From an optimization exercise on the open Yosys and OpenROAD flow, aimed at small area, a short achievable clock period and few clock cycles per item; shortcuts taken in it are not production practice.
Only simulation tests tie the RTL to the original design; equivalence was not proved.

Setup of the reference run:
Design joint_angle_cosine, start of the top module:
module joint_angle_cosine (
    input  logic                         i_clk,
    input  logic                         i_rst_n,
    input  logic                         i_pt_valid,
    output logic                         o_pt_ready,
    input  logic signed [COORD_BITS-1:0] i_end1_x,
    input  logic signed [COORD_BITS-1:0] i_end1_y,
    input  logic signed [COORD_BITS-1:0] i_end1_z,
    input  logic signed [COORD_BITS-1:0] i_vertex_x,
    input  logic signed [COORD_BITS-1:0] i_vertex_y,
    input  logic signed [COORD_BITS-1:0] i_vertex_z,
    input  logic signed [COORD_BITS-1:0] i_end2_x,
    input  logic signed [COORD_BITS-1:0] i_end2_y,
    input  logic signed [COORD_BITS-1:0] i_end2_z,
    output logic                         o_cos_valid,
    input  logic                         i_cos_ready,
    output logic signed [COS_BITS-1:0]   o_cos_cosine_q14,
    output logic                         o_cos_degenerate
);
    localparam int LAT = 30;
    localparam int CAP = 32;
    localparam int FD  = 31;
    logic            w_acc, w_take, w_ofree;
    logic [LAT-1:0]  r_vld;
    logic [5:0]       r_cnt;
    logic            r_rdy;
    logic            r_ov;
    logic [16:0]     r_od;
    logic [16:0]     r_mem [0:FD-1];
    logic [4:0]       r_wp, r_rp;
    logic [5:0]       r_fn;
    logic            w_pv;
    logic [16:0]     w_pd;
    logic            w_fne, w_push, w_pop;
    assign o_pt_ready = r_rdy;
    assign w_acc   = i_pt_valid & r_rdy;
    assign w_take  = r_ov & i_cos_ready;
    assign w_ofree = ~r_ov | i_cos_ready;
    assign w_pv    = r_vld[LAT-1];
    assign w_fne   = (r_fn != '0);
    assign w_pop   = w_ofree & w_fne;
    assign w_push  = w_pv & (w_fne | ~w_ofree);
    always_ff @(posedge i_clk) begin
        if (!i_rst_n) begin
            r_vld <= '0;
            r_cnt <= '0;
            r_rdy <= 1'b1;
            r_ov  <= 1'b0;
            r_wp  <= '0;
            r_rp  <= '0;
            r_fn  <= '0;
        end else begin
            r_vld <= {r_vld[LAT-2:0], w_acc};
            r_cnt <= r_cnt + {5'd0, w_acc} - {5'd0, w_take};
            r_rdy <= (r_cnt + {5'd0, w_acc} - {5'd0, w_take}) < CAP;
            if (w_ofree) r_ov <= w_fne | w_pv;
            if (w_push) r_wp <= (r_wp == FD - 1) ? '0 : r_wp + 1'b1;
            if (w_pop)  r_rp <= (r_rp == FD - 1) ? '0 : r_rp + 1'b1;
  ...
Size in the first run: roughly 17000 cells after synthesis, ~3700 flip-flops, roughly 170 I/O pins, ~200000 sq um of cells after synthesis.
clock: 7.0 ns
lec_check: 0
cap_margin: 20
core_margin: 2
core_utilization: 55
cts_buf_list: sky130_fd_sc_hd__clkbuf_16
cts_cluster_diameter: 130
cts_cluster_size: 26
setup_slack_margin: 3.6
slew_margin: 20
synth_hierarchical: 1
run.sh (not shown) runs the stock make flow with config.mk's settings and CLKGATE_MAP_FILE= SYNTH_SCRIPT=/design/flow/synth_recipe.tcl, a recipe that flattens the netlist after the stock synthesis.
The reference run has completed all stages; timing, DRC and antenna checks passed.
Testbench counts of the reference run, summed over its fixed seeds: cycles 4,124, items 4,000.
Inputs modified between the reference run and the trial run:
--- a/flow/config.mk
+++ b/flow/config.mk
@@ -10,7 +10,7 @@
 export CORE_UTILIZATION = 55
 export CTS_BUF_LIST = sky130_fd_sc_hd__clkbuf_16
-export CTS_CLUSTER_DIAMETER = 130
-export CTS_CLUSTER_SIZE = 26
-export SETUP_SLACK_MARGIN = 3.6
+export CTS_CLUSTER_DIAMETER = 110
+export CTS_CLUSTER_SIZE = 22
+export SETUP_SLACK_MARGIN = 3.8
 export SLEW_MARGIN = 20
 export SYNTH_HIERARCHICAL = 1
==> run notes <==
The trial run: done, clean on timing, DRC and antenna
Looking at worst hold slack, the trial run sits 7.3 ps above the reference run.
Per the comparison of the trial run with the reference run, non-clock buffer count increased 394, proportion of layout cells with a drive suffix above 1 rose 5.9 points.
| area of placed instances | the reference run vs the trial run | ≈ equal |
Number of logic inverters in the finished layout came out exactly the same in the reference run and the trial run.
Final RePlAce weighted congestion (the trial run vs. the reference run) decreases by a few percent
Status: number of multi-input combinational cells in the layout parity (the reference run, the trial run)
Transition at the pin with the smallest max-transition slack: the reference run and the trial run compared, lower one is the trial run

run 2:
joint_angle_cosine again, from the RTL that the note above started with.
==> flow/config.mk <==
export PLATFORM = sky130hd
export DESIGN_NAME = joint_angle_cosine
export DESIGN_NICKNAME = joint_angle_cosine
export VERILOG_FILES = /design/flow/design.v
export SDC_FILE = /design/flow/constraint.sdc
export NUM_CORES = 4
export LEC_CHECK = 0
export CAP_MARGIN = 20
export CORE_MARGIN = 2
export CORE_UTILIZATION = 55
export SETUP_SLACK_MARGIN = 3.3
export SLEW_MARGIN = 20
export SYNTH_HIERARCHICAL = 1
==> flow/constraint.sdc <==
create_clock -name core_clock -period 7.0 [get_ports {i_clk}]
set_input_delay 1.4000 -clock core_clock [delete_from_list [all_inputs] [get_ports {i_clk}]]
set_output_delay 1.4000 -clock core_clock [all_outputs]
set_load 0.01 [all_outputs]
Testbench counts of run 2, summed over its fixed seeds: cycles 4,124, items 4,000.
Setup changes, run 2 to run 1
- CTS_CLUSTER_DIAMETER now 100, previously not set
- CTS_BUF_LIST now sky130_fd_sc_hd__clkbuf_16, previously not set
- CTS_CLUSTER_SIZE now 20, previously not set
Findings:
The via density per instance in run 1 sits about 0.7% above the value recorded for run 2. Of run 1 and run 2, the run reporting the higher ratio of final minimum period to clock period was run 1. Comparing run 1 and run 2, the lower total routed wirelength was measured on run 1.

## what the ideal ports hide
In the flow no input, the clock included, has a driving cell. The finished layouts below were timed again as built, in two steps.
Step 1: set_driving_cell puts a clkbuf_16 on i_clk and a buf_2 on each other input, an assumption about the parent block.
Step 2 also shifts input and output timing later by t, the mid clock arrival at the registers, as if the neighbouring blocks saw the same clock.
Slacks: ideal ports / drivers / drivers and shift; pairs: ideal ports / drivers.
run	t (ns)	slack for setup (ns)	worst setup path at the end
the reference run	1.020	3.470 / 3.470 / 2.981	input to register
the trial run	1.034	3.482 / 3.482 / 3.140	input to register
run 2	1.050	3.298 / 3.298 / 2.624	input to register
run 1	1.036	3.228 / 3.228 / 2.648	input to register
After both steps every run listed still meets setup and hold. The setup slack of run 2, which loses most, moves by 0.000 ns with the drivers and by -0.674 ns with both steps.
